What follows belongs to an exercise in optimizing a design on an open flow for small area, a short achievable clock period and few clock cycles; a production flow would make more cautious choices.
Function was checked by simulation only, so behaviour that the tests miss may differ from the original.

### design.v
package fft_data_pkg;
  typedef logic signed [8+8-1:0] sample_t;
  typedef struct packed {
    sample_t re;
    sample_t im;
  } cplx_t;
  typedef struct packed {
    cplx_t upper;  
    cplx_t lower;  
  } cplx_pair_t;
endpackage
package fft_ctrl_pkg;
  typedef logic [$clog2(8)-1:0] bin_addr_t;
  typedef struct packed {
    bin_addr_t upper;
    bin_addr_t lower;
  } addr_pair_t;
  typedef logic [$clog2(3)-1:0] stage_t;
  typedef logic [$clog2(8/2)-1:0] twiddle_idx_t;
  typedef struct packed {
    logic       valid;
    addr_pair_t addr;
  } wr_cmd_t;
endpackage
module fft_mul181 (
  input  logic [15:0] v,
  output logic [15:0] y
);
  logic s1, c2, s3, c4, s5, c6, s7, c8, s9, c10, s11, c12, s13, c14, s15, c16, s17, c18, s19, c20, s21, c22, s23, c24, s25, c26, s27, c28, s29, c30, s31, c32, s33, c34, s35, c36, s37, c38, s39, c40, s41, c42, s43, c44, s45, c46, s47, c48, s49, c50, s51, c52, s53, c54, s55, c56, s57, c58, s59, c60, s61, c62, s63, c64, s65, c66, s67, c68, s69, c70, s71, c72, s73, c74, s75, c76, s77, c78, s79, c80, s81, c82, s83, c84, s85, c86, s87, c88, s89, c90, s91, c92, s93, c94, s95, c96;
  fft_ha u_s1 (.a(v[5]), .b(v[3]), .s(s1), .co(c2));
  fft_fa u_s3 (.a(v[6]), .b(v[4]), .c(v[2]), .s(s3), .co(c4));
  fft_fa u_s5 (.a(v[7]), .b(v[5]), .c(v[3]), .s(s5), .co(c6));
  fft_fa u_s7 (.a(v[8]), .b(v[6]), .c(v[4]), .s(s7), .co(c8));
  fft_fa u_s9 (.a(v[9]), .b(v[7]), .c(v[5]), .s(s9), .co(c10));
  fft_fa u_s11 (.a(v[10]), .b(v[8]), .c(v[6]), .s(s11), .co(c12));
  fft_fa u_s13 (.a(v[11]), .b(v[9]), .c(v[7]), .s(s13), .co(c14));
  fft_fa u_s15 (.a(v[12]), .b(v[10]), .c(v[8]), .s(s15), .co(c16));
  fft_fa u_s17 (.a(v[13]), .b(v[11]), .c(v[9]), .s(s17), .co(c18));
  fft_fa u_s19 (.a(v[14]), .b(v[12]), .c(v[10]), .s(s19), .co(c20));
  fft_fa u_s21 (.a(v[15]), .b(v[13]), .c(v[11]), .s(s21), .co(c22));
  fft_fa u_s23 (.a(v[14]), .b(v[12]), .c(v[11]), .s(s23), .co(c24));
  fft_fa u_s25 (.a(v[15]), .b(v[13]), .c(v[12]), .s(s25), .co(c26));
  fft_ha u_s27 (.a(v[4]), .b(v[2]), .s(s27), .co(c28));
  fft_fa u_s29 (.a(s1), .b(v[1]), .c(v[0]), .s(s29), .co(c30));
  fft_fa u_s31 (.a(s3), .b(v[1]), .c(c2), .s(s31), .co(c32));
  fft_fa u_s33 (.a(s5), .b(v[2]), .c(v[0]), .s(s33), .co(c34));
  fft_fa u_s35 (.a(s7), .b(v[3]), .c(v[1]), .s(s35), .co(c36));
  fft_fa u_s37 (.a(s9), .b(v[4]), .c(v[2]), .s(s37), .co(c38));
  fft_fa u_s39 (.a(s11), .b(v[5]), .c(v[3]), .s(s39), .co(c40));
  fft_fa u_s41 (.a(s13), .b(v[6]), .c(v[4]), .s(s41), .co(c42));
  fft_fa u_s43 (.a(s15), .b(v[7]), .c(v[5]), .s(s43), .co(c44));
  fft_fa u_s45 (.a(s17), .b(v[8]), .c(v[6]), .s(s45), .co(c46));
  fft_fa u_s47 (.a(s19), .b(v[9]), .c(v[7]), .s(s47), .co(c48));
  fft_fa u_s49 (.a(s21), .b(v[10]), .c(v[8]), .s(s49), .co(c50));
  fft_fa u_s51 (.a(s23), .b(v[9]), .c(v[15]), .s(s51), .co(c52));
  fft_fa u_s53 (.a(s25), .b(v[10]), .c(v[15]), .s(s53), .co(c54));
  fft_fa u_s55 (.a(v[14]), .b(v[13]), .c(v[11]), .s(s55), .co(c56));
  fft_fa u_s57 (.a(v[15]), .b(v[14]), .c(v[12]), .s(s57), .co(c58));
  fft_ha u_s59 (.a(v[2]), .b(v[0]), .s(s59), .co(c60));
  assign s61 = ~(v[3] ^ v[1]);
  assign c62 = v[3] | v[1];
  assign s63 = ~(s27 ^ v[0]);
  assign c64 = s27 | v[0];
  assign s65 = ~(s29 ^ c28);
  assign c66 = s29 | c28;
  assign s67 = ~(s31 ^ c30);
  assign c68 = s31 | c30;
  fft_fa u_s69 (.a(s33), .b(c4), .c(c32), .s(s69), .co(c70));
  fft_fa u_s71 (.a(s35), .b(c6), .c(c34), .s(s71), .co(c72));
  fft_fa u_s73 (.a(s37), .b(c8), .c(c36), .s(s73), .co(c74));
  fft_fa u_s75 (.a(s39), .b(c10), .c(c38), .s(s75), .co(c76));
  fft_fa u_s77 (.a(s41), .b(c12), .c(c40), .s(s77), .co(c78));
  fft_fa u_s79 (.a(s43), .b(c14), .c(c42), .s(s79), .co(c80));
  fft_fa u_s81 (.a(s45), .b(c16), .c(c44), .s(s81), .co(c82));
  fft_fa u_s83 (.a(s47), .b(c18), .c(c46), .s(s83), .co(c84));
  fft_fa u_s85 (.a(s49), .b(c20), .c(c48), .s(s85), .co(c86));
  fft_fa u_s87 (.a(s51), .b(c22), .c(c50), .s(s87), .co(c88));
  fft_fa u_s89 (.a(s53), .b(c24), .c(c52), .s(s89), .co(c90));
  fft_fa u_s91 (.a(s55), .b(c26), .c(c54), .s(s91), .co(c92));
  fft_fa u_s93 (.a(s57), .b(v[15]), .c(c56), .s(s93), .co(c94));
  fft_fa u_s95 (.a(v[15]), .b(v[13]), .c(c58), .s(s95), .co(c96));
  logic [23:0] ra, rb, p, g, c;
  assign ra = {1'b0, v[15], v[14], s95, s93, s91, s89, s87, s85, s83, s81, s79, s77, s75, s73, s71, s69, s67, s65, s63, s61, s59, v[1], v[0]};
  assign rb = {1'b0, v[15], c96, c94, c92, c90, c88, c86, c84, c82, c80, c78, c76, c74, c72, c70, c68, c66, c64, c62, c60, 1'b1, 1'b1, 1'b1};
  assign p = ra ^ rb;
  assign g = ra & rb;
  fft_carry #(.W(24), .KS(1)) u_c (.p(p), .g(g), .ci(1'b0), .c(c));
  assign y = p[23:8] ^ c[23:8];
endmodule
module fft_fa (input logic a, b, c, output logic s, co);
  assign s  = a ^ b ^ c;
  assign co = (a & b) | (a & c) | (b & c);
endmodule
module fft_ha (input logic a, b, output logic s, co);
  assign s  = a ^ b;
  assign co = a & b;
endmodule
`timescale 1ns/1ps
module fft_top (
  input  logic        clk,
  input  logic        reset,
  input  logic        load,
  input  logic [63:0] load_data,  
  input  logic        start,
  output logic        done,
  input  logic [2:0]  rd_addr,
  output logic [31:0] rd_data     
);
  logic [31:0] e0, e1, e2, e3, f0, f1, f2, f3;
  logic        tr5, ti5;  
  function automatic logic [31:0] cop(input logic [31:0] x, input logic [2:0] c);
    logic [15:0] opr, opi;
    opr = c[2] ? x[15:0] : x[31:16];
    opi = c[2] ? x[31:16] : x[15:0];
    cop = {opr ^ {16{c[1]}}, opi ^ {16{c[0]}}};
  endfunction
  logic k0, s13, n23, n12;
  logic ph;  
  always_ff @(posedge clk) begin
    if (reset) begin
      k0   <= 1'b1;
      s13  <= 1'b0;
      n23  <= 1'b0;
      n12  <= 1'b0;
      ph   <= 1'b0;
      done <= 1'b0;
    end else if (load) begin
      k0   <= s13 & n23;
      s13  <= k0 | (n23 & ~s13);
      n23  <= n12;
      n12  <= k0 | (s13 & n12);
      done <= 1'b0;
    end else if (start) begin
      k0   <= 1'b1;
      s13  <= 1'b0;
      n23  <= 1'b0;
      n12  <= 1'b0;
      ph   <= 1'b1;
    end else if (ph) begin
      ph   <= 1'b0;
      done <= 1'b1;
    end
  end
  logic [31:0] xh, xl;      
  logic [31:0] keep;
  logic [2:0]  c1, c2, c2f, c3;
  assign xh   = load_data[63:32];
  assign xl   = load_data[31:0];
  assign keep = {32{~(k0 & load)}};  
  assign c1  = {s13, n23, n12};
  assign c2  = {1'b0, s13, s13};
  assign c2f = {1'b1, s13, ~s13};
  assign c3  = {s13, n12, n23};
  logic [31:0] xhg, xlg;
  assign xhg = xh & {32{load}};
  assign xlg = xl & {32{load}};
  logic [31:0] se0, se1, se2, se3, sf0, sf1, sf2, sf3;
  fft_cadd #(.KS(0)) u_ae0 (.a(e0 & keep), .b(cop(xhg, 3'b000)), .ci(2'b00),    .s(se0));
  fft_cadd #(.KS(0)) u_ae1 (.a(e1 & keep), .b(cop(xhg, c1)),     .ci(c1[1:0]),  .s(se1));
  fft_cadd #(.KS(0)) u_ae2 (.a(e2 & keep), .b(cop(xhg, c2)),     .ci(c2[1:0]),  .s(se2));
  fft_cadd #(.KS(0)) u_ae3 (.a(e3 & keep), .b(cop(xhg, c3)),     .ci(c3[1:0]),  .s(se3));
  fft_cadd #(.KS(0)) u_af0 (.a(f0 & keep), .b(cop(xlg, 3'b000)), .ci(2'b00),    .s(sf0));
  fft_cadd #(.KS(0)) u_af1 (.a(f1 & keep), .b(cop(xlg, c1)),     .ci(c1[1:0]),  .s(sf1));
  fft_cadd #(.KS(0)) u_af2 (.a(f2 & keep), .b(cop(xlg, c2f)),    .ci(c2f[1:0]), .s(sf2));
  fft_cadd #(.KS(0)) u_af3 (.a(f3 & keep), .b(cop(xlg, c3)),     .ci(c3[1:0]),  .s(sf3));
  logic [31:0] tw;
  fft_mul181 u_mr (.v(f1[31:16]), .y(tw[31:16]));
  fft_mul181 u_mi (.v(f1[15:0]),  .y(tw[15:0]));
  always_ff @(posedge clk) begin
    e0 <= se0;
    e1 <= se1;
    e2 <= se2;
    e3 <= se3;
    f0 <= sf0;
    f2 <= sf2;
    f1 <= (start | ph) ? f3 : sf1;
    f3 <= (start | ph) ? tw : sf3;
    if (start) begin
      tr5 <= (f1[23:16] == 8'h80);
      ti5 <= (f1[7:0] == 8'h80);
    end
  end
  logic [31:0] es, fs;
  logic [1:0]  j;
  logic        ng, odd;
  logic        nra, nrb, nia, nib;
  logic [1:0]  dr, di;
  assign j   = rd_addr[1:0];
  assign ng  = rd_addr[2];
  assign odd = rd_addr[0];
  always_comb begin
    case (j)
      2'd0:    begin es = e0; fs = f0; end
      2'd1:    begin es = e1; fs = f1; end
      2'd2:    begin es = e2; fs = f2; end
      default: begin es = e3; fs = f3; end
    endcase
  end
  assign nra = (j == 2'd3) ? ~ng : ng;
  assign nrb = ng;
  assign nia = ~ng;
  assign nib = (j == 2'd3) ? ~ng : ng;
  always_comb begin
    dr = {1'b0, nra} + {1'b0, odd & nrb};
    di = {1'b0, nib} + {1'b0, odd & nia};
    if (j == 2'd1) begin
      dr = ng ? dr - {1'b0, tr5} : dr + {1'b0, tr5};
      di = ng ? di - {1'b0, ti5} : di + {1'b0, ti5};
    end
  end
  logic [15:0] ra, rb, ia, ib;
  logic [15:0] rs, rc, is_, ic;
  assign ra = fs[31:16] ^ {16{nra}};
  assign rb = odd ? fs[15:0] ^ {16{nrb}} : 16'd0;
  assign ia = odd ? fs[31:16] ^ {16{nia}} : 16'd0;
  assign ib = fs[15:0] ^ {16{nib}};
  assign rs  = es[31:16] ^ ra ^ rb;
  assign rc  = {(es[30:16] & ra[14:0]) | (es[30:16] & rb[14:0]) | (ra[14:0] & rb[14:0]),
                dr[1] | dr[0]};
  assign is_ = es[15:0] ^ ia ^ ib;
  assign ic  = {(es[14:0] & ia[14:0]) | (es[14:0] & ib[14:0]) | (ia[14:0] & ib[14:0]),
                di[1] | di[0]};
  logic [31:0] rsum;
  fft_cadd #(.KS(0)) u_rd (.a({rs, is_}), .b({rc, ic}), .ci({dr[1], di[1]}), .s(rsum));
  always_ff @(posedge clk) begin
    rd_data <= rsum;
  end
endmodule
module fft_cadd #(
  parameter int KS = 0
) (
  input  logic [31:0] a,
  input  logic [31:0] b,
  input  logic [1:0]  ci,
  output logic [31:0] s
);
  logic [31:0] p, g, c;
  assign p = a ^ b;
  assign g = a & b;
  fft_carry #(.W(16), .KS(KS)) u_hi (.p(p[31:16]), .g(g[31:16]), .ci(ci[1]), .c(c[31:16]));
  fft_carry #(.W(16), .KS(KS)) u_lo (.p(p[15:0]),  .g(g[15:0]),  .ci(ci[0]), .c(c[15:0]));
  assign s = p ^ c;
endmodule
module fft_carry #(
  parameter int W  = 16,
  parameter int KS = 0
) (
  input  logic [W-1:0] p,
  input  logic [W-1:0] g,
  input  logic         ci,
  output logic [W-1:0] c
);
  logic [W-1:0] pp, gg, gn;
  always_comb begin
    pp = p;
    gg = g;
    gg[0] = g[0] | (p[0] & ci);
    if (KS != 0) begin
      for (int d = 1; d < W; d = d * 2) begin
        gn = gg;
        for (int i = d; i < W; i++) begin
          gn[i] = gg[i] | (pp[i] & gg[i-d]);
        end
        for (int i = W - 1; i >= d; i--) begin
          pp[i] = pp[i] & pp[i-d];
        end
        gg = gn;
      end
    end else begin
      for (int d = 1; d < W; d = d * 2) begin
        for (int i = 2*d - 1; i < W; i += 2*d) begin
          gg[i] = gg[i] | (pp[i] & gg[i-d]);
          pp[i] = pp[i] & pp[i-d];
        end
      end
      for (int d = 1 << ($clog2(W) - 2); d >= 1; d = d / 2) begin
        for (int i = 3*d - 1; i < W; i += 2*d) begin
          gg[i] = gg[i] | (pp[i] & gg[i-d]);
          pp[i] = pp[i] & pp[i-d];
        end
      end
    end
    c = {gg[W-2:0], ci};
  end
endmodule
### flow/run.sh
#!/bin/bash
# The standard layout, with plain buffers (not delay cells) on the ports.
set -euo pipefail
bash standard.sh BUFFER_PORTS_ARGS="-buffer_cell sky130_fd_sc_hd__buf_2" finish > standard.log 2>&1
### standard.sh
#!/bin/bash
# synth_recipe.tcl (not shown) runs the flow's synth.tcl, then flattens the netlist and writes it again
# the make line also repeats each setting of config.mk as NAME=value (left out here)
make -C /OpenROAD-flow-scripts/flow DESIGN_CONFIG=/design/flow/config.mk WORK_HOME=/design/flow/orfs CLKGATE_MAP_FILE= SYNTH_SCRIPT=/design/flow/synth_recipe.tcl "${@:-finish}"
### config.mk
export PLATFORM = sky130hd
export DESIGN_NAME = fft_top
export DESIGN_NICKNAME = fft_top
export VERILOG_FILES = /design/flow/design.v
export SDC_FILE = /design/flow/constraint.sdc
export NUM_CORES = 4
export LEC_CHECK = 0
export CAP_MARGIN = 20
export CORE_MARGIN = 2
export CORE_UTILIZATION = 40
export SETUP_SLACK_MARGIN = 2.1
export SLEW_MARGIN = 20
export SYNTH_HIERARCHICAL = 1
export SYNTH_MINIMUM_KEEP_SIZE = 0
### constraint.sdc
create_clock -name core_clock -period 6.5 [get_ports {clk}]
set_input_delay 1.3000 -clock core_clock [delete_from_list [all_inputs] [get_ports {clk}]]
set_output_delay 1.3000 -clock core_clock [all_outputs]
set_load 0.01 [all_outputs]
==> flow_summary.json, run 1 <==
{
  "hold_depth": 2,
  "whs_ns": 0.511,
  "postSynthCellCount": 2814,
  "setup_violations": 0,
  "seqCellArea_um2": 5980,
  "drt_wl_total_mm": 80.5,
  "drt-initial-drc-count": 1216,
  "drc": 0,
  "crit_path_max_fanout": 25,
  "placementRows": 98,
  "grt_pass1_wl_mm": 125,
  "fp.dieW_um": 272,
  "finalHoldViolations": 0,
  "cts.root.buffer_cell": "clkbuf_16",
  "path_delay_family": "adder cells",
  "area_delta_synth_final_pct": 9.64,
  "core_um2": 71200,
  "crit_path_top_delay_cell": "fa_1",
  "hold_class": "reg2reg",
  "slew_violations": 0,
  "drive_gt1_share_pct": 17.2,
  "vias": 21000,
  "tritoncts": "done",
  "slew_headroom_pct": 32.6,
  "cp.depth": 13,
  "die_area_um2": 73900,
  "htreeDepth": 2,
  "status": "no timing/DRC/antenna violations",
  "hold-path-endpoint": "done$_SDFFE_PP0P_",
  "fillers": 6742,
  "io_pins": 104,
  "syn-cell-area_um2": 28700,
  "clock-sinks": 296,
  "path_clk_slew_ns": 0.06,
  "r2r_start": "f1[21]$_DFF_P_",
  "hp-start": "done$_SDFFE_PP0P_",
  "cts_hold_buf": 0,
  "hpwl_mm": 63.7,
  "post_drt_via_cell_ratio": 5.45,
  "mostFrequentLayoutCells": "and2_1, ha_1, xor2_1, dfxtp_1, xnor2_1",
  "layout_min_cycle_time_ns": 4.25,
  "grt_pass1_vias": 22000,
  "dp_slack_ns": 1.14,
  "cp-start-kind": "primary input",
  "tightestPinTransition_ns": 1.01,
  "fin_cells": 3847,
  "arrival_ns": 4.70,
  "clk_latency_ns": 0.56,
  "cp-startpoint": "rd_addr[1]",
  "cts_buffers": 37,
  "grt_use_total_pct": 21.6,
  "finClkSkew_ns": 0.0257,
  "drt-wirelength-per-cell_um": 20.9,
  "overflow": 0,
  "cp.required_ns": 6.94,
  "finalCritPeriodShare_pct": 65.5,
  "final_net_count": 3393,
  "max_cap_violations": 0,
  "start_util_pct": 40.3,
  "fin_tns_setup_ns": 0,
  "multi_input_area_um2": 22100,
  "port_buffers": 103,
  "drtAntennaViolNets": 0,
  "cp-end-kind": "flip-flop",
  "cp_common_cell": "xor2_1",
  "final_common_cell": "and2_1",
  "worst-r2r-cell-count": 12,
  "timing.fmax_mhz": 235,
  "syn_area_per_cell_um2": 10.2,
  "post-route-util_pct": 44.2,
  "crit_type": "in2reg",
  "rsz0062_at_grt": "yes",
  "worst-path-buf-inv": 2,
  "clock_path_buffers": 3,
  "rr_endpoint": "f3[29]$_DFF_P_",
  "setup_ws_ns": 2.25,
  "final_area_um2": 31500,
  "antenna_found_initial": 10,
  "placed_area_um2": 30100,
  "dr.pass1.iters": 7,
  "place_congestion": 0.921,
  "dieHeight_um": 272,
  "r2r_setup_slack_ns": 2.26,
  "crit_path_max_incr_delay_ns": 0.48,
  "cp_cell_sequence": "buf_6 > buf_4 > mux4_2 > xor2_1 > and2_1 > fa_1 > ha_1 > nand4_2 > a31oi_1 > nand3b_4 > a41o_1 > a31o_1 > xor2_1",
  "grt_max_degree": 139,
  "ys.warnings.count": 9,
  "dp_cells": 3775
}
[registers in the layout, indices dropped and copies added (netlist names), 32 cells and up]
register	flops
e2	32
e0	32
f3	32
e1	32
f1	32
e3	32
rd_data	32
f2	32
f0	32
[how the worst max path moves through the flow]
stage                                endpoint  slack [ns]
after floorplan           rd_data[15]$_DFF_P_        2.02
after global placement    rd_data[31]$_DFF_P_        1.23
after detailed placement  rd_data[15]$_DFF_P_        1.14
after CTS                 rd_data[31]$_DFF_P_        2.10
after global routing           f3[29]$_DFF_P_        1.97
final                     rd_data[31]$_DFF_P_        2.25
[repair_timing]
| action | 4_1_cts | 5_1_grt |
|---|---|---|
| endpoints found under the hold margin | 0 | 0 |
| resized for setup | 10 | 18 |
| gates cloned | 0 | 1 |
| buffers inserted | 2 | 0 |
| setup endpoints to repair | 20 | 21 |
[layer usage]
metal	vias to the layer above	wire (um)	global-route usage, %	part of all wire, %
li1	9997	-	-	-
met4	14	2160	6.07	2.7
met5	-	83	0	0.10
met2	529	37600	36.6	47
met1	10300	35700	27.7	44
met3	136	4980	4.77	6.2
[tightest hold or removal path, stage by stage (launching register included)]
cell and delay, ns:
dfxtp_1 0.31, a21oi_1 0.11, nor3_1 0.05
[area by class of cell]
type	count	area share [%]
Multi-Input combinational cell	2363	70.2
Sequential cell	296	19.0
Tap cell	950	3.78
Clock buffer	53	3.36
Timing Repair Buffer	125	2.47
Clock inverter	13	0.624
Inverter	44	0.533
Antenna cell	3	0.0239
Testbench counts, summed over its fixed seeds: cycles 5,384.
==> inputs of run 2 (changes only) <==
--- a/config.mk
+++ b/config.mk
@@ -9,5 +9,6 @@
 export CORE_MARGIN = 2
 export CORE_UTILIZATION = 40
-export SETUP_SLACK_MARGIN = 2.1
+export GPL_ROUTABILITY_DRIVEN = 0
+export SETUP_SLACK_MARGIN = 2.3
 export SLEW_MARGIN = 20
 export SYNTH_HIERARCHICAL = 1
==> flow_summary.json, run 2 <==
{
  "clk_latency_ns": 0.58,
  "cp-end-kind": "flip-flop",
  "core_um2": 71200,
  "dr.pass1.iters": 6,
  "ys.warnings.count": 9,
  "slew_headroom_pct": 31.6,
  "setup_violations": 0,
  "dp_cells": 3773,
  "drt_wl_total_mm": 80.1,
  "drt-wirelength-per-cell_um": 20.8,
  "timing.fmax_mhz": 245,
  "drt-initial-drc-count": 1291,
  "r2r_start": "f1[3]$_DFF_P_",
  "finalHoldViolations": 0,
  "grt_pass1_wl_mm": 123,
  "finalCritPeriodShare_pct": 62.9,
  "fp.dieW_um": 272,
  "mostFrequentLayoutCells": "and2_1, ha_1, xor2_1, dfxtp_1, xnor2_1",
  "cp.required_ns": 6.95,
  "cp-startpoint": "rd_addr[0]",
  "dp_slack_ns": 1.01,
  "layout_min_cycle_time_ns": 4.09,
  "syn-cell-area_um2": 28700,
  "overflow": 0,
  "cts_buffers": 36,
  "grt_pass1_vias": 21800,
  "fin_cells": 3844,
  "vias": 20800,
  "postSynthCellCount": 2814,
  "final_common_cell": "and2_1",
  "path_clk_slew_ns": 0.06,
  "dieHeight_um": 272,
  "max_cap_violations": 0,
  "cts.root.buffer_cell": "clkbuf_16",
  "post-route-util_pct": 44.3,
  "grt_use_total_pct": 21.5,
  "drive_gt1_share_pct": 17.9,
  "tritoncts": "done",
  "multi_input_area_um2": 22200,
  "setup_ws_ns": 2.41,
  "met1_length_mm": 35.3,
  "syn_area_per_cell_um2": 10.2,
  "arrival_ns": 4.54,
  "slew_violations": 0,
  "grt_max_degree": 108,
  "cp-start-kind": "primary input",
  "die_area_um2": 73900,
  "hold_class": "reg2reg",
  "wl_met2_mm": 37.2,
  "topRoutingLayerUsed": "met5",
  "rsz0062_at_grt": "yes",
  "io_pins": 104,
  "post_drt_via_cell_ratio": 5.41,
  "clock-sinks": 296,
  "crit_type": "in2reg",
  "final_net_count": 3391,
  "tightestPinTransition_ns": 1.02,
  "seqCellArea_um2": 6040,
  "status": "no timing/DRC/antenna violations",
  "hpwl_mm": 62.8,
  "hp-start": "f3[16]$_DFF_P_",
  "fillers": 6801,
  "drc": 0,
  "area_delta_synth_final_pct": 9.91,
  "whs_ns": 0.525,
  "port_buffers": 103,
  "start_util_pct": 40.3,
  "fin_tns_setup_ns": 0,
  "drtAntennaViolNets": 0,
  "finClkSkew_ns": 0.0225,
  "placementRows": 98,
  "antenna_found_initial": 4,
  "dr_wl_met3_mm": 4.74,
  "htreeDepth": 2,
  "crit_path_max_fanout": 13,
  "clock_path_buffers": 3
}
run 2: repair_timing:
action | CTS | global route
setup buffers | 1 | 0
pin swaps | 1 | 0
endpoints found under the setup margin | 40 | 29
gates resized for setup | 29 | 44
gates cloned | 1 | 2
hold buffers | 0 | 0
run 2: critical path, cell delays in order:
cell	delay (ns)
buf_16	0.16
mux4_2	0.56
xor2_1	0.18
and2_1	0.20
fa_1	0.48
ha_1	0.36
a21oi_1	0.18
o21ai_0	0.15
nand3_1	0.16
nand3b_4	0.11
a41o_1	0.29
a31o_1	0.24
xor2_1	0.14
run 2: final timing paths:
check,endpoint,slack (ns),cells after the start
setup / recovery,rd_data[31]$_DFF_P_,2.41,13
hold / removal,f1[16]$_DFF_P_,0.53,1
setup reg to reg,f3[13]$_DFF_P_,2.51,12
hold reg to reg,f1[16]$_DFF_P_,0.53,1
run 2: layout make-up:
type	count	area share [%]
multi-input combinational	2363	70.2
clock buffer	55	3.50
timing repair buffer	124	2.64
antenna	2	0.0159
sequential	296	19.1
inverter	44	0.531
clock inverter	10	0.190
tap	950	3.77
run 2: per-layer routing:
layer	GRT usage, %	vias up
li1	-	9964
met1	27.8	10200
met2	36.0	499
met3	3.59	153
met4	7.81	4
met5	0	-
run 2: per-stage QoR:
step / cell area [um2]
4_1_cts: 31400
5_1_grt: 31500
3_3_place_gp: 30100
6_report: 31500
3_5_place_dp: 30100
2_1_floorplan: 28900
==> inputs of run 3 (changes only) <==
--- a/config.mk
+++ b/config.mk
@@ -8,6 +8,5 @@
 export CAP_MARGIN = 20
 export CORE_MARGIN = 2
-export CORE_UTILIZATION = 40
-export GPL_ROUTABILITY_DRIVEN = 0
+export CORE_UTILIZATION = 50
 export SETUP_SLACK_MARGIN = 2.3
 export SLEW_MARGIN = 20
==> flow_summary.json, run 3 <==
{
  "cp-start-kind": "primary input",
  "setup_violations": 0,
  "final_common_cell": "and2_1",
  "fp.dieW_um": 244,
  "drt-wirelength-per-cell_um": 21.8,
  "clk_latency_ns": 0.56,
  "post_drt_via_cell_ratio": 5.68,
  "crit_path_max_fanout": 12,
  "cp-end-kind": "flip-flop",
  "clock_path_buffers": 3,
  "grt_pass1_wl_mm": 123,
  "grt_max_degree": 139,
  "max_cap_violations": 0,
  "dieHeight_um": 244,
  "cts_buffers": 38,
  "tightestPinTransition_ns": 1.02,
  "drt-initial-drc-count": 1143,
  "htreeDepth": 2,
  "drtAntennaViolNets": 0,
  "finClkSkew_ns": 0.0253,
  "ys.warnings.count": 9,
  "overflow": 0,
  "place_congestion": 0.889,
  "syn_area_per_cell_um2": 10.2,
  "die_area_um2": 59300,
  "clock-sinks": 296,
  "dr.pass1.iters": 5,
  "layout_min_cycle_time_ns": 4.04,
  "core_um2": 56600,
  "crit_type": "in2reg",
  "area_delta_synth_final_pct": 9.32,
  "path_clk_slew_ns": 0.06,
  "port_buffers": 103,
  "cp.required_ns": 6.96,
  "arrival_ns": 4.49,
  "io_pins": 104,
  "start_util_pct": 50.7,
  "hold_class": "reg2reg",
  "slew_headroom_pct": 32.1,
  "tritoncts": "done",
  "rsz0062_at_grt": "yes",
  "syn-cell-area_um2": 28700,
  "finalCritPeriodShare_pct": 62.1,
  "vias": 20800,
  "fin_tns_setup_ns": 0,
  "cts.root.buffer_cell": "clkbuf_16",
  "antenna_found_initial": 7,
  "final_net_count": 3395,
  "hpwl_mm": 62.6,
  "status": "no timing/DRC/antenna violations",
  "slew_violations": 0,
  "drt_wl_total_mm": 79.6,
  "drive_gt1_share_pct": 17.9,
  "placementRows": 87,
  "finalHoldViolations": 0,
  "whs_ns": 0.507,
  "postSynthCellCount": 2814,
  "grt_pass1_vias": 21600,
  "grt_use_total_pct": 26.7,
  "timing.fmax_mhz": 248,
  "drc": 0,
  "mostFrequentLayoutCells": "and2_1, ha_1, xor2_1, dfxtp_1, xnor2_1",
  "cts_hold_buf": 0
}
-- run 3: area by class of cell --
| class | instances | area (um2) |
|---|---|---|
| Multi-Input combinational cell | 2363 | 22100 |
| Sequential cell | 296 | 6030 |
| Fill cell | 5029 | 25200 |
| Timing Repair Buffer | 126 | 865 |
| Inverter | 44 | 168 |
| Clock buffer | 55 | 1130 |
| Antenna cell | 7 | 17.5 |
| Clock inverter | 12 | 88.8 |
| Tap cell | 756 | 946 |
-- run 3: path summary, 6_finish.rpt --
path	from	end	slack, ns	cells after the start
setup / recovery	rd_addr[0]	rd_data[31]$_DFF_P_	2.46	12
hold reg to reg	done$_SDFFE_PP0P_	done$_SDFFE_PP0P_	0.51	2
setup reg to reg	f1[3]$_DFF_P_	f3[13]$_DFF_P_	2.53	12
hold / removal	done$_SDFFE_PP0P_	done$_SDFFE_PP0P_	0.51	2
-- run 3: stage by stage --
step	worst slack [ns]	area [um2]	instances	utilization, %
after detailed placement	1.22	29900	3580	52.8
after CTS	2.30	31200	3647	55.0
after floorplan	2.02	28900	2825	-
after global placement	1.26	29900	3580	52.8
after global routing	2.26	31400	3655	55.4
final	2.46	31400	3659	55.4
-- run 3: metal layers --
layer | vias to the layer above | GRT usage (%) | share of wire, %
li1 | 10000 | - | -
met1 | 10200 | 33.2 | 43
met2 | 441 | 47.6 | 49
met3 | 138 | 3.89 | 5.0
met4 | 6 | 8.39 | 3.1
met5 | - | 0 | 0.043
-- run 3: repair_timing --
item,4_1_cts,5_1_grt
gates cloned,0,3
gates resized for setup,31,40
setup buffers,0,2
setup endpoints to repair,34,24
-- run 3: worst max-delay path: stages --
cell and delay [ns]:
buf_16 0.15, buf_6 0.22, mux4_2 0.60, xor2_1 0.17, and2_1 0.19, fa_1 0.48, ha_1 0.37, a21o_1 0.19
a21o_1 0.17, a41o_1 0.25, a31o_1 0.24, xor2_1 0.13
==> inputs of run 4 (changes only) <==
--- a/config.mk
+++ b/config.mk
@@ -9,4 +9,5 @@
 export CORE_MARGIN = 2
 export CORE_UTILIZATION = 50
+export CTS_BUF_LIST = sky130_fd_sc_hd__clkbuf_4 sky130_fd_sc_hd__clkbuf_8
 export SETUP_SLACK_MARGIN = 2.3
 export SLEW_MARGIN = 20
==> flow_summary.json, run 4 <==
{
  "status": "no timing/DRC/antenna violations",
  "finalCritPeriodShare_pct": 62.0,
  "hold-path-endpoint": "done$_SDFFE_PP0P_",
  "tightestPinTransition_ns": 1.01,
  "drive_gt1_share_pct": 19.0,
  "final_common_cell": "and2_1",
  "fin_tns_setup_ns": 0,
  "final_net_count": 3409,
  "dieHeight_um": 244,
  "finClkSkew_ns": 0.0255,
  "die_area_um2": 59300,
  "syn_area_per_cell_um2": 10.2,
  "r2r_start": "f1[27]$_DFF_P_",
  "drt_wl_total_mm": 79.6,
  "placementRows": 87,
  "cp.required_ns": 7.10,
  "fin_cells": 3688,
  "tritoncts": "done",
  "setup_violations": 0,
  "slew_headroom_pct": 32.5,
  "postSynthCellCount": 2814,
  "cp-end-kind": "flip-flop",
  "syn-cell-area_um2": 28700,
  "hold_depth": 2,
  "layout_min_cycle_time_ns": 4.03,
  "ys.warnings.count": 9,
  "rr_endpoint": "f3[29]$_DFF_P_",
  "slew_violations": 0,
  "crit_path_max_incr_delay_ns": 0.43,
  "area_delta_synth_final_pct": 8.93,
  "placed_area_um2": 29900,
  "htreeDepth": 2,
  "clock-sinks": 296,
  "crit_path_top_delay_cell": "fa_1",
  "vias": 20800,
  "clk_latency_ns": 0.68,
  "dp_cells": 3580,
  "cp_cell_sequence": "buf_12 > buf_8 > mux4_2 > xnor2_1 > and2_1 > fa_1 > ha_1 > and3_1 > nand4_1 > a31oi_1 > nand3b_4 > a41o_1 > a31o_1 > xor2_1",
  "overflow": 0,
  "r2r_setup_slack_ns": 2.51,
  "arrival_ns": 4.63,
  "final_area_um2": 31300,
  "drt-initial-drc-count": 1120,
  "hpwl_mm": 62.6,
  "cp-start-kind": "primary input",
  "rsz0062_at_grt": "yes",
  "grt_max_degree": 139,
  "worst-r2r-cell-count": 12,
  "hp-start": "done$_SDFFE_PP0P_",
  "post_drt_via_cell_ratio": 5.65,
  "cts.root.buffer_cell": "clkbuf_8",
  "path_clk_slew_ns": 0.06,
  "crit_type": "in2reg",
  "postCtsSetupRepairBufs": 0,
  "cts_hold_buf": 0,
  "core_um2": 56600,
  "crit_path_max_fanout": 39,
  "io_pins": 104,
  "timing.fmax_mhz": 248,
  "drc": 0,
  "finalHoldViolations": 0,
  "path_delay_family": "adder cells",
  "grt_pass1_wl_mm": 123,
  "max_cap_violations": 0,
  "mostFrequentLayoutCells": "and2_1, ha_1, xor2_1, dfxtp_1, xnor2_1",
  "clock_path_buffers": 3,
  "antenna_found_initial": 11,
  "port_buffers": 103,
  "worst-path-buf-inv": 2,
  "start_util_pct": 50.7,
  "grt_use_total_pct": 26.8,
  "grt_pass1_vias": 21800,
  "place_congestion": 0.889,
  "cts_buffers": 56,
  "fp.dieW_um": 244,
  "post-route-util_pct": 55.2,
  "drtAntennaViolNets": 0,
  "hold_class": "reg2reg",
  "dr.pass1.iters": 5,
  "drt-wirelength-per-cell_um": 21.6
}
run 4: cell count changes in the layout (fill, tap and decap cells not counted), moves of 2 or more:
cell / delta
clkbuf_8: +69
diode_2: -2
clkbuf_4: +19
clkinv_2: -3
clkbuf_1: -9
clkinvlp_4: +2
clkbuf_16: -43
run 4: area by class of cell:
cell class | count | area, um2
diodes | 5 | 12.5
clock buffers | 93 | 1160
clock inverters | 9 | 50.0
fillers | 5053 | 25300
inverters | 44 | 168
multi-input cells | 2363 | 22100
flip-flops and latches | 296 | 6030
well taps | 756 | 946
repair buffers | 122 | 779
run 4: stage by stage:
stage	setup slack [ns]	hold WS (ns)
4_1_cts	2.27	0.511
2_1_floorplan	2.02	0.467
5_1_grt	2.26	0.551
3_3_place_gp	1.26	0.497
3_5_place_dp	1.22	0.496
6_report	2.47	0.510
run 4: worst max path at each step:
stage | slack (ns) | cells after the start | endpoint | startpoint
2_1_floorplan | 2.02 | 20 | rd_data[15]$_DFF_P_ | rd_addr[0]
3_3_place_gp | 1.26 | 12 | rd_data[31]$_DFF_P_ | rd_addr[0]
3_5_place_dp | 1.22 | 12 | rd_data[31]$_DFF_P_ | rd_addr[0]
4_1_cts | 2.27 | 12 | rd_data[31]$_DFF_P_ | rd_addr[0]
5_1_grt | 2.26 | 12 | f3[13]$_DFF_P_ | f1[12]$_DFF_P_
6_report | 2.47 | 14 | rd_data[15]$_DFF_P_ | rd_addr[1]
run 4: per-layer routing:
layer,vias to the layer above,share of wire (%),GRT usage (%)
met1,10200,42,32.9
met2,457,48,46.1
met4,10,4.3,11.6
met5,-,0.084,0
met3,172,5.3,4.87
li1,10000,-,-
run 4: timing repair:
action                     CTS  global route
gates resized for setup     28            36
gates cloned                 0             1
setup endpoints to repair   32            20
run 4: worst min-delay path, cell delays in order, from the launching register on:
cell     delay (ns)
dfxtp_1        0.31
a21oi_1        0.11
nor3_1         0.05
==> inputs of run 5 (changes only) <==
--- a/config.mk
+++ b/config.mk
@@ -8,6 +8,5 @@
 export CAP_MARGIN = 20
 export CORE_MARGIN = 2
-export CORE_UTILIZATION = 50
-export CTS_BUF_LIST = sky130_fd_sc_hd__clkbuf_4 sky130_fd_sc_hd__clkbuf_8
+export CORE_UTILIZATION = 40
 export SETUP_SLACK_MARGIN = 2.3
 export SLEW_MARGIN = 20
==> flow_summary.json, run 5 <==
{
  "core_um2": 71200,
  "path_delay_family": "compound AO/OA/AOI/OAI gates",
  "htreeDepth": 2,
  "drc": 0,
  "status": "no timing/DRC/antenna violations",
  "drt_wl_total_mm": 80.1,
  "drt-initial-drc-count": 1181,
  "finClkSkew_ns": 0.0238,
  "cts_hold_buf": 0,
  "drive_gt1_share_pct": 18.0,
  "post_drt_via_cell_ratio": 5.47,
  "io_pins": 104,
  "cp-end-kind": "flip-flop",
  "cp_common_cell": "xor2_1",
  "layout_min_cycle_time_ns": 4.07,
  "crit_path_top_delay_cell": "mux4_2",
  "fin_cells": 3855,
  "timing.fmax_mhz": 246,
  "die_area_um2": 73900,
  "clock_path_buffers": 3,
  "final_common_cell": "and2_1",
  "arrival_ns": 4.51,
  "hpwl_mm": 62.6,
  "cts_buffers": 36,
  "cp-start-kind": "primary input",
  "rsz0062_at_grt": "yes",
  "worst-path-buf-inv": 1,
  "start_util_pct": 40.3,
  "whs_ns": 0.514,
  "grt_pass1_wl_mm": 124,
  "crit_type": "in2reg",
  "syn-cell-area_um2": 28700,
  "dp_cells": 3773,
  "final_net_count": 3398,
  "vias": 21100,
  "antenna_found_initial": 14,
  "post-route-util_pct": 44.4,
  "tightestPinTransition_ns": 0.986,
  "grt_use_total_pct": 21.5,
  "setup_violations": 0,
  "drt-wirelength-per-cell_um": 20.8,
  "port_buffers": 103,
  "postSynthCellCount": 2814,
  "finalCritPeriodShare_pct": 62.6,
  "cp_cell_sequence": "buf_16 > mux4_2 > xor2_1 > and2_1 > fa_1 > ha_1 > a21o_1 > nand4_2 > a31oi_1 > nand3b_4 > a41o_1 > a31o_1 > xor2_1",
  "ys.warnings.count": 9,
  "place_congestion": 0.923,
  "final_area_um2": 31600,
  "hold_class": "reg2reg",
  "placementRows": 98,
  "drtAntennaViolNets": 0,
  "path_clk_slew_ns": 0.06,
  "slew_violations": 0,
  "tritoncts": "done",
  "grt_max_degree": 93,
  "cp.required_ns": 6.94,
  "overflow": 0,
  "dr.pass1.iters": 7,
  "max_cap_violations": 0,
  "cts.root.buffer_cell": "clkbuf_16",
  "placed_area_um2": 30100,
  "grt_pass1_vias": 22100,
  "mostFrequentLayoutCells": "and2_1, ha_1, xor2_1, dfxtp_1, xnor2_1",
  "clk_latency_ns": 0.56,
  "fp.dieW_um": 272,
  "syn_area_per_cell_um2": 10.2,
  "fin_tns_setup_ns": 0,
  "slew_headroom_pct": 34.1,
  "crit_path_max_fanout": 15,
  "dieHeight_um": 272,
  "crit_path_max_incr_delay_ns": 0.57,
  "finalHoldViolations": 0,
  "area_delta_synth_final_pct": 10.2,
  "clock-sinks": 296
}
run 5: timing repair:
item                       CTS  global route
setup buffers                3             5
setup endpoints to repair   38            24
gates resized for setup     30            40
pin swaps                    0             2
cloned                       1             2
run 5: final cells by class:
class                      count  area [um2]
fill                        6783       39600
multi-input combinational   2363       22200
sequential                   296        6030
tap                          950        1190
clock buffer                  58        1090
timing repair buffer         131         900
inverter                      44         168
clock inverter                 7        67.6
antenna                        6        15.0
run 5: worst paths after layout:
kind	start	slack [ns]	cells past startpoint	endpoint
max	rd_addr[0]	2.43	13	rd_data[31]$_DFF_P_
min	done$_SDFFE_PP0P_	0.51	2	done$_SDFFE_PP0P_
max reg2reg	f1[4]$_DFF_P_	2.50	12	f3[13]$_DFF_P_
min reg2reg	done$_SDFFE_PP0P_	0.51	2	done$_SDFFE_PP0P_
run 5: layer usage:
layer	vias up	GRT usage (%)	wire, um
li1	10000	-	-
met1	10400	27.5	34900
met2	523	35.8	37100
met3	161	4.49	5120
met4	10	8.02	2970
met5	-	0	54
run 5: through the flow:
stage                     setup slack, ns
after CTS                            2.28
after detailed placement             1.09
after floorplan                      2.02
final                                2.43
after global routing                 2.25
after global placement               1.16
run 5: worst register-to-register path, cell delays in order, from the launching register on:
cell and delay [ns]:
dfxtp_2 0.51, fa_1 0.50, fa_1 0.51, fa_1 0.43, ha_1 0.37, a21oi_1 0.16, o21ai_0 0.14, nor3_1 0.25
a21oi_2 0.16, a221oi_2 0.35, inv_1 0.09, xor2_1 0.15, mux2_2 0.26
==> inputs of run 6 (changes only) <==
--- a/config.mk
+++ b/config.mk
@@ -8,5 +8,7 @@
 export CAP_MARGIN = 20
 export CORE_MARGIN = 2
-export CORE_UTILIZATION = 40
+export CORE_UTILIZATION = 50
+export CTS_BUF_LIST = sky130_fd_sc_hd__clkbuf_8
+export CTS_CLUSTER_SIZE = 30
 export SETUP_SLACK_MARGIN = 2.3
 export SLEW_MARGIN = 20
==> flow_summary.json, run 6 <==
{
  "status": "no timing/DRC/antenna violations",
  "drtAntennaViolNets": 0,
  "dp_slack_ns": 1.22,
  "cts_buffers": 56,
  "syn-cell-area_um2": 28700,
  "rsz0062_at_grt": "yes",
  "place_congestion": 0.889,
  "core_um2": 56600,
  "grt_pass1_wl_mm": 123,
  "dp_cells": 3580,
  "cp-startpoint": "rd_addr[1]",
  "port_buffers": 103,
  "tightestPinTransition_ns": 1.01,
  "post_drt_via_cell_ratio": 5.64,
  "grt_use_total_pct": 26.8,
  "crit_path_max_fanout": 39,
  "whs_ns": 0.508,
  "drt-initial-drc-count": 1010,
  "overflow": 0,
  "drc": 0,
  "cp.required_ns": 7.10,
  "setup_violations": 0,
  "tritoncts": "done",
  "grt_pass1_vias": 21800,
  "arrival_ns": 4.63,
  "postCtsSetupRepairBufs": 0,
  "drive_gt1_share_pct": 18.4,
  "clk_latency_ns": 0.67,
  "area_delta_synth_final_pct": 8.69,
  "rr_endpoint": "f3[29]$_DFF_P_",
  "cts_hold_buf": 0,
  "drt-wirelength-per-cell_um": 21.6,
  "slew_violations": 0,
  "final_net_count": 3409,
  "antenna_found_initial": 11,
  "syn_area_per_cell_um2": 10.2,
  "timing.fmax_mhz": 248,
  "fp.dieW_um": 244,
  "ys.warnings.count": 9,
  "drt_wl_total_mm": 79.5,
  "dr.pass1.iters": 5,
  "htreeDepth": 2,
  "mostFrequentLayoutCells": "and2_1, ha_1, xor2_1, dfxtp_1, xnor2_1",
  "fin_cells": 3689,
  "hpwl_mm": 62.6,
  "clock-sinks": 296,
  "placementRows": 87,
  "layout_min_cycle_time_ns": 4.03,
  "cp-start-kind": "primary input",
  "clock_path_buffers": 3,
  "vias": 20800,
  "finalCritPeriodShare_pct": 62.0,
  "die_area_um2": 59300,
  "finClkSkew_ns": 0.0212,
  "crit_type": "in2reg",
  "finalHoldViolations": 0,
  "setup.worst_path.end": "rd_data[15]$_DFF_P_",
  "fin_tns_setup_ns": 0,
  "grt_max_degree": 139,
  "postSynthCellCount": 2814,
  "dieHeight_um": 244,
  "slew_headroom_pct": 32.8,
  "r2r_setup_slack_ns": 2.52,
  "final_common_cell": "and2_1",
  "path_clk_slew_ns": 0.06,
  "setup_ws_ns": 2.47,
  "cp-end-kind": "flip-flop",
  "io_pins": 104,
  "worst-r2r-cell-count": 12,
  "hold_class": "reg2reg",
  "r2r_start": "f1[27]$_DFF_P_",
  "cts.root.buffer_cell": "clkbuf_8",
  "max_cap_violations": 0,
  "start_util_pct": 50.7
}
[run 6: worst min-delay path by stage]
stage | from | end | slack (ns) | depth (start not counted)
4_1_cts | done$_SDFFE_PP0P_ | done$_SDFFE_PP0P_ | 0.51 | 2
2_1_floorplan | f3[0]$_DFF_P_ | f1[0]$_DFF_P_ | 0.47 | 1
5_1_grt | done$_SDFFE_PP0P_ | done$_SDFFE_PP0P_ | 0.55 | 2
3_3_place_gp | done$_SDFFE_PP0P_ | done$_SDFFE_PP0P_ | 0.50 | 2
6_report | done$_SDFFE_PP0P_ | done$_SDFFE_PP0P_ | 0.51 | 2
3_5_place_dp | done$_SDFFE_PP0P_ | done$_SDFFE_PP0P_ | 0.50 | 2
[run 6: area by class of cell]
cell class / count / area, um2
clock inverters: 28 / 121
diodes: 6 / 15.0
fillers: 5073 / 25400
inverters: 44 / 168
multi-input cells: 2363 / 22100
well taps: 756 / 946
clock buffers: 74 / 1020
repair buffers: 122 / 779
flip-flops and latches: 296 / 6030
[run 6: worst max-delay path, stage by stage]
cell      delay, ns
buf_12         0.25
buf_8          0.24
mux4_2         0.37
xnor2_1        0.27
and2_1         0.20
fa_1           0.43
ha_1           0.35
and3_1         0.23
nand4_1        0.12
a31oi_1        0.15
nand3b_4       0.16
a41o_1         0.22
a31o_1         0.16
xor2_1         0.13
[run 6: stage by stage]
stage	utilization (%)	instance area, um2
after floorplan	-	28900
after global placement	52.8	29900
after detailed placement	52.8	29900
after CTS	54.9	31100
after global routing	55.1	31200
final	55.1	31200
[run 6: routing by layer]
layer  vias up  global-route usage, %  share of wire [%]
met5         -                      0              0.080
met4        10                   11.4                4.2
met3       177                   4.87                5.3
met2       469                   46.2                 48
met1     10100                   32.9                 42
li1      10000                      -                  -
[run 6: timing repair]
item,in CTS,in global routing
cloned,0,1
gates resized for setup,28,36
setup endpoints to repair,32,20
==> inputs of run 7 (changes only) <==
--- a/config.mk
+++ b/config.mk
@@ -11,5 +11,5 @@
 export CTS_BUF_LIST = sky130_fd_sc_hd__clkbuf_8
 export CTS_CLUSTER_SIZE = 30
-export SETUP_SLACK_MARGIN = 2.3
+export SETUP_SLACK_MARGIN = 2.2
 export SLEW_MARGIN = 20
 export SYNTH_HIERARCHICAL = 1
==> flow_summary.json, run 7 <==
{
  "status": "no timing/DRC/antenna violations",
  "cp.depth": 12,
  "worst-path-buf-inv": 1,
  "whs_ns": 0.510,
  "placementRows": 87,
  "crit_path_max_incr_delay_ns": 0.61,
  "postCtsSetupRepairBufs": 0,
  "clock-sinks": 296,
  "fp.dieW_um": 244,
  "rsz0062_at_grt": "yes",
  "timing.fmax_mhz": 240,
  "finClkSkew_ns": 0.0238,
  "final_net_count": 3410,
  "syn-cell-area_um2": 28700,
  "cp-startpoint": "f1[3]$_DFF_P_",
  "io_pins": 104,
  "finalHoldViolations": 0,
  "overflow": 0,
  "grt_max_degree": 139,
  "cp.required_ns": 7.06,
  "fin_tns_setup_ns": 0,
  "vias": 20800,
  "antenna_found_initial": 5,
  "crit_path_top_delay_cell": "dfxtp_1",
  "hpwl_mm": 62.1,
  "slew_violations": 0,
  "die_area_um2": 59300,
  "drt-initial-drc-count": 1007,
  "cp-end-kind": "flip-flop",
  "grt_use_total_pct": 26.6,
  "syn_area_per_cell_um2": 10.2,
  "dieHeight_um": 244,
  "max_cap_violations": 0,
  "crit_path_max_fanout": 8,
  "post_drt_via_cell_ratio": 5.66,
  "cp_common_cell": "fa_1",
  "drt-wirelength-per-cell_um": 21.5,
  "tritoncts": "done",
  "hold_class": "reg2reg",
  "cp-start-kind": "flip-flop",
  "grt_pass1_wl_mm": 123,
  "start_util_pct": 50.7,
  "drc": 0,
  "tightestPinTransition_ns": 1.02,
  "cts_hold_buf": 0,
  "grt_pass1_vias": 21700,
  "crit_type": "reg2reg",
  "path_delay_family": "adder cells",
  "final_area_um2": 31100,
  "final_common_cell": "and2_1",
  "cts.root.buffer_cell": "clkbuf_8",
  "postSynthCellCount": 2814,
  "core_um2": 56600,
  "worst-r2r-cell-count": 12,
  "post-route-util_pct": 54.9,
  "drive_gt1_share_pct": 18.1,
  "drtAntennaViolNets": 0,
  "setup_violations": 0,
  "mostFrequentLayoutCells": "and2_1, ha_1, xor2_1, dfxtp_1, xnor2_1",
  "slew_headroom_pct": 31.9,
  "clock_path_buffers": 3,
  "path_clk_slew_ns": 0.06,
  "arrival_ns": 4.73,
  "finalCritPeriodShare_pct": 64.1,
  "hp-start": "done$_SDFFE_PP0P_",
  "htreeDepth": 2,
  "cp_cell_sequence": "fa_1 > fa_1 > fa_1 > ha_1 > a21oi_1 > o21ai_0 > nor3_1 > a21oi_2 > a221oi_2 > inv_1 > xor2_1 > mux2_2",
  "layout_min_cycle_time_ns": 4.17,
  "r2r_start": "f1[3]$_DFF_P_",
  "clk_latency_ns": 0.69,
  "port_buffers": 103,
  "place_congestion": 0.886,
  "cts_buffers": 57,
  "area_delta_synth_final_pct": 8.24,
  "placed_area_um2": 29900,
  "dr.pass1.iters": 5,
  "ys.warnings.count": 9,
  "drt_wl_total_mm": 79.1,
  "hold_depth": 2
}
-- run 7: layout make-up --
cell class	count	area, um2
Antenna cell	4	10.0
Clock buffer	72	991
Clock inverter	24	110
Fill cell	5051	25500
Inverter	44	168
Multi-Input combinational cell	2363	22100
Sequential cell	296	5990
Tap cell	756	946
Timing Repair Buffer	122	739
-- run 7: timing repair --
action                     in CTS  in global routing
pin swaps                       0                  0
gates resized for setup        19                 18
setup endpoints to repair      22                 15
gates cloned                    0                  1
-- run 7: worst reg2reg max path, stage by stage (launching register included) --
cell and delay [ns]:
dfxtp_1 0.61, fa_1 0.53, fa_1 0.54, fa_1 0.50, ha_1 0.36, a21oi_1 0.16, o21ai_0 0.12, nor3_1 0.26
a21oi_2 0.16, a221oi_2 0.33, inv_1 0.09, xor2_1 0.14, mux2_2 0.25
-- run 7: worst paths after layout --
path,slack [ns],endpoint
setup / recovery,2.33,f3[13]$_DFF_P_
hold reg to reg,0.51,done$_SDFFE_PP0P_
setup reg to reg,2.33,f3[13]$_DFF_P_
hold / removal,0.51,done$_SDFFE_PP0P_
-- run 7: layer usage --
metal,share of wire (%),global-route usage (%),vias to the layer above
met2,49,47.2,430
li1,-,-,10000
met1,43,33.0,10200
met4,3.4,9.43,6
met5,0.052,0,-
met3,4.0,3.69,144
-- run 7: per-stage QoR --
step,worst slack [ns],std cells
after floorplan,2.02,2825
after global placement,1.17,3580
after detailed placement,1.09,3580
after CTS,2.20,3676
after global routing,2.12,3678
final,2.33,3681
==> inputs of run 8 (changes only) <==
--- a/config.mk
+++ b/config.mk
@@ -6,4 +6,5 @@
 export NUM_CORES = 4
 export LEC_CHECK = 0
+export ABC_AREA = 1
 export CAP_MARGIN = 20
 export CORE_MARGIN = 2
@@ -11,5 +12,5 @@
 export CTS_BUF_LIST = sky130_fd_sc_hd__clkbuf_8
 export CTS_CLUSTER_SIZE = 30
-export SETUP_SLACK_MARGIN = 2.2
+export SETUP_SLACK_MARGIN = 2.4
 export SLEW_MARGIN = 20
 export SYNTH_HIERARCHICAL = 1
==> flow_summary.json, run 8 <==
{
  "worst-r2r-cell-count": 13,
  "grt_pass1_vias": 28500,
  "grt_use_total_pct": 29.5,
  "status": "no timing/DRC/antenna violations",
  "port_buffers": 103,
  "drt-initial-drc-count": 2289,
  "layout_min_cycle_time_ns": 3.93,
  "r2r_setup_slack_ns": 2.62,
  "hpwl_mm": 83.7,
  "cp_common_cell": "nand2_2",
  "crit_path_max_incr_delay_ns": 0.51,
  "dr.pass1.iters": 6,
  "io_pins": 104,
  "drtAntennaViolNets": 0,
  "drc": 0,
  "fin_tns_setup_ns": 0,
  "finalCritPeriodShare_pct": 60.4,
  "placementRows": 95,
  "clock_path_buffers": 3,
  "area_delta_synth_final_pct": 7.70,
  "crit_path_top_delay_cell": "o21ai_0",
  "dp_cells": 6280,
  "place_congestion": 0.976,
  "arrival_ns": 4.52,
  "syn-cell-area_um2": 34200,
  "fp.dieW_um": 265,
  "drt-wirelength-per-cell_um": 16.4,
  "hold_class": "reg2reg",
  "dieHeight_um": 265,
  "slew_violations": 0,
  "final_common_cell": "nand2_1",
  "overflow": 0,
  "path_clk_slew_ns": 0.06,
  "fin_cells": 6405,
  "drive_gt1_share_pct": 12.7,
  "finClkSkew_ns": 0.0337,
  "drt_wl_total_mm": 105,
  "cp-start-kind": "primary input",
  "die_area_um2": 70500,
  "crit_path_max_fanout": 15,
  "clk_latency_ns": 0.70,
  "vias": 31300,
  "syn_area_per_cell_um2": 6.32,
  "cts.root.buffer_cell": "clkbuf_8",
  "htreeDepth": 2,
  "fillers": 6895,
  "rr_endpoint": "f3[28]$_DFF_P_",
  "max_cap_violations": 0,
  "tritoncts": "done",
  "hold-path-endpoint": "k0$_SDFFE_PP1P_",
  "postSynthCellCount": 5411,
  "rsz0062_at_grt": "yes",
  "start_util_pct": 50.7,
  "r2r_start": "f1[25]$_DFF_P_",
  "cts_buffers": 60,
  "setup_violations": 0,
  "tightestPinTransition_ns": 0.919,
  "clock-sinks": 296,
  "cp-end-kind": "flip-flop",
  "crit_type": "in2reg",
  "mostFrequentLayoutCells": "nand2_1, inv_1, ha_1, nor2_1, dfxtp_1",
  "final_net_count": 6015,
  "antenna_found_initial": 4,
  "slew_headroom_pct": 38.7,
  "core_um2": 67400,
  "grt_pass1_wl_mm": 160,
  "ys.warnings.count": 9,
  "cp.required_ns": 7.09,
  "path_delay_family": "simple AND/OR/NAND/NOR gates",
  "hold_depth": 2,
  "post_drt_via_cell_ratio": 4.88,
  "timing.fmax_mhz": 255,
  "finalHoldViolations": 0,
  "cts_hold_buf": 0,
  "hp-start": "k0$_SDFFE_PP1P_",
  "worst-path-buf-inv": 2,
  "grt_max_degree": 83
}
-- run 8: changes by cell type in the layout (fill, tap and decap cells not counted), moves of 87 or more --
cell / delta
nand2_1: +1595
inv_1: +1161
and2_1: -350
nor2_1: +331
xnor2_1: -242
xor2_1: -174
a21o_1: -152
o21ai_0: +140
nand2_2: +137
mux2_2: -96
nand2_4: +95
inv_2: +89
a21oi_1: +87
-- run 8: area by class of cell --
cell class                 instances  area [um2]  share of cell area, %
multi-input combinational       3707       22800                   62.0
sequential                       296        5970                   16.2
inverter                        1287        4870                   13.2
tap                              873        1090                   2.97
clock buffer                      73        1000                   2.73
timing repair buffer             136         932                   2.53
clock inverter                    30         124                  0.336
timing repair inverter             1        8.76                 0.0238
antenna                            2        5.00                 0.0136
-- run 8: worst max-delay path by stage --
stage | end | cells after the start | startpoint
2_1_floorplan | rd_data[15]$_DFF_P_ | 28 | rd_addr[0]
3_3_place_gp | rd_data[15]$_DFF_P_ | 29 | rd_addr[0]
3_5_place_dp | rd_data[15]$_DFF_P_ | 29 | rd_addr[0]
4_1_cts | rd_data[15]$_DFF_P_ | 30 | rd_addr[1]
5_1_grt | rd_data[15]$_DFF_P_ | 28 | rd_addr[2]
6_report | rd_data[15]$_DFF_P_ | 25 | rd_addr[0]
-- run 8: layer usage --
metal	up-vias	GRT usage, %	routed length [um]
met5	-	0	35
met4	6	7.91	2870
met3	147	3.84	5930
met2	689	47.2	45700
met1	14100	41.6	50300
li1	16300	-	-
-- run 8: metrics by stage --
step | area, um2 | utilization, % | hold slack (ns) | setup slack, ns
2_1_floorplan | 34300 | - | 0.447 | 2.40
3_3_place_gp | 35300 | 52.4 | 0.475 | 1.17
3_5_place_dp | 35300 | 52.4 | 0.473 | 1.12
4_1_cts | 36500 | 54.2 | 0.485 | 2.37
5_1_grt | 36800 | 54.6 | 0.509 | 2.38
6_report | 36800 | 54.6 | 0.481 | 2.57
-- run 8: worst register-to-register path, cell delays in order (launching register included) --
cell	delay [ns]
dfxtp_1	0.61
fa_1	0.54
fa_1	0.56
fa_1	0.50
ha_1	0.36
a21oi_1	0.24
inv_1	0.06
nor2_1	0.18
nand2_1	0.09
nand2_1	0.06
nand3_1	0.14
nand2_1	0.11
nand2_1	0.05
mux2_2	0.26
-- run 8: what timing repair did --
item	in CTS	in global routing
buffers inserted	0	10
pin swaps	2	5
cloned	2	8
setup endpoints to repair	25	41
resized for setup	11	34
==> inputs of run 9 (changes only) <==
--- a/config.mk
+++ b/config.mk
@@ -6,5 +6,4 @@
 export NUM_CORES = 4
 export LEC_CHECK = 0
-export ABC_AREA = 1
 export CAP_MARGIN = 20
 export CORE_MARGIN = 2
==> flow_summary.json, run 9 <==
{
  "finalCritPeriodShare_pct": 61.9,
  "grt_pass1_wl_mm": 123,
  "area_delta_synth_final_pct": 9.24,
  "dr.pass1.iters": 5,
  "start_util_pct": 50.7,
  "max_cap_violations": 0,
  "hpwl_mm": 62.1,
  "drc": 0,
  "grt_max_degree": 139,
  "timing.fmax_mhz": 249,
  "ys.warnings.count": 9,
  "drive_gt1_share_pct": 18.7,
  "htreeDepth": 2,
  "cp_cell_sequence": "buf_8 > buf_6 > mux4_2 > xnor2_1 > and2_1 > fa_1 > ha_1 > a21o_1 > a21o_1 > a41o_1 > a31o_1 > xor2_1",
  "layout_min_cycle_time_ns": 4.02,
  "vias": 20900,
  "crit_path_max_fanout": 28,
  "final_common_cell": "and2_1",
  "syn_area_per_cell_um2": 10.2,
  "fp.dieW_um": 244,
  "finClkSkew_ns": 0.0200,
  "dp_slack_ns": 1.19,
  "die_area_um2": 59300,
  "crit_path_top_delay_cell": "mux4_2",
  "arrival_ns": 4.57,
  "post_drt_via_cell_ratio": 5.66,
  "worst-path-buf-inv": 2,
  "cts_buffers": 57,
  "path_clk_slew_ns": 0.06,
  "finalHoldViolations": 0,
  "place_congestion": 0.907,
  "slew_violations": 0,
  "core_um2": 56600,
  "mostFrequentLayoutCells": "and2_1, ha_1, xor2_1, dfxtp_1, xnor2_1",
  "drt_wl_total_mm": 79.2,
  "clock-sinks": 296,
  "dieHeight_um": 244,
  "crit_path_max_incr_delay_ns": 0.45,
  "antenna_found_initial": 3,
  "drt-initial-drc-count": 1102,
  "clock_path_buffers": 3,
  "postSynthCellCount": 2814,
  "crit_type": "in2reg",
  "syn-cell-area_um2": 28700,
  "clk_latency_ns": 0.67,
  "cp.required_ns": 7.05,
  "cts.root.buffer_cell": "clkbuf_8",
  "final_net_count": 3419,
  "grt_use_total_pct": 26.7,
  "post-route-util_pct": 55.4,
  "path_delay_family": "adder cells",
  "antenna_cells": 0,
  "port_buffers": 103,
  "placementRows": 87,
  "setup_ws_ns": 2.48,
  "slew_headroom_pct": 33.0,
  "tritoncts": "done",
  "hold_class": "reg2reg",
  "cp-start-kind": "primary input",
  "rsz0062_at_grt": "yes",
  "overflow": 0,
  "status": "no timing/DRC/antenna violations",
  "setup_violations": 0,
  "io_pins": 104,
  "drtAntennaViolNets": 0,
  "grt_pass1_vias": 21800,
  "tightestPinTransition_ns": 1.00,
  "drt-wirelength-per-cell_um": 21.4,
  "fin_tns_setup_ns": 0,
  "cp-end-kind": "flip-flop",
  "r2r_setup_slack_ns": 2.58,
  "cp_common_cell": "a21o_1"
}
==> run 9: metrics by stage <==
stage	hold slack [ns]	instances	instance area [um2]
finish	0.537	3693	31400
global route	0.571	3693	31400
CTS	0.540	3685	31100
detailed placement	0.527	3580	29900
global placement	0.501	3580	29900
floorplan	0.467	2825	28900
==> run 9: layout make-up <==
class | count | area, um2
clock buffer | 72 | 991
clock inverter | 31 | 154
fill | 5141 | 25200
inverter | 44 | 168
multi-input combinational | 2363 | 22200
sequential | 296 | 6060
tap | 756 | 946
timing repair buffer | 131 | 872
==> run 9: repair_timing <==
| action | CTS | global route |
|---|---|---|
| cloned | 0 | 1 |
| setup endpoints to repair | 44 | 32 |
| hold buffers | 0 | 0 |
| pin swaps | 0 | 8 |
| buffers inserted | 2 | 7 |
| endpoints found under the hold margin | 0 | 0 |
| gates resized for setup | 43 | 39 |
==> run 9: path summary, 6_finish.rpt <==
check / to / from / cells past startpoint
worst max-delay path: rd_data[15]$_DFF_P_ / rd_addr[1] / 12
worst min-delay path: done$_SDFFE_PP0P_ / done$_SDFFE_PP0P_ / 2
worst max register to register: f3[9]$_DFF_P_ / f1[8]$_DFF_P_ / 12
worst min register to register: done$_SDFFE_PP0P_ / done$_SDFFE_PP0P_ / 2
==> run 9: worst min-delay path: stages (launching register included) <==
cell and delay, ns:
dfxtp_1 0.31, a21oi_1 0.13, nor3_1 0.05
==> run 9: layer usage <==
layer	part of all wire, %	wire (um)	track usage, %	vias to the layer above
li1	-	-	-	10000
met2	50	39200	47.7	423
met5	0.045	36	0	-
met4	3.1	2490	8.68	6
met3	3.8	3020	2.99	142
met1	43	34400	33.3	10300

-- re-timing with driven ports --
Ports are ideal in the flow. The routed layouts listed here were re-timed in OpenROAD.
Step 1 assumes that a clkbuf_16 drives the clock port and a buf_2 every other input.
Step 2, shift: input delay + t, output delay - t, t = (earliest + latest rising clock arrival at the registers) / 2. This alone moves slack from input paths to output paths.
Slacks: no drivers / after step 1 / after step 2; pairs: no drivers / after step 1.
run	t, ns	slack for setup (ns)	slew at the worst register clock pin (ns)	cell pins on the clock port's net
run 1	0.605	2.245 / 2.141 / 1.536	0.07 / 0.07	1
run 2	0.625	2.413 / 2.223 / 1.598	0.07 / 0.07	1
run 3	0.613	2.462 / 2.237 / 1.624	0.06 / 0.06	1
run 4	0.724	2.467 / 2.309 / 1.585	0.07 / 0.07	1
run 5	0.613	2.434 / 2.270 / 1.658	0.07 / 0.07	1
run 6	0.723	2.471 / 2.306 / 1.583	0.07 / 0.07	1
run 7	0.736	2.332 / 2.332 / 1.609	0.07 / 0.07	1
run 8	0.744	2.572 / 2.427 / 1.683	0.06 / 0.06	1
run 9	0.718	2.477 / 2.313 / 1.595	0.07 / 0.07	1
After both steps every run listed still meets setup and hold. The setup slack of run 8, which loses most, moves by -0.145 ns with the drivers and by -0.889 ns with both steps.
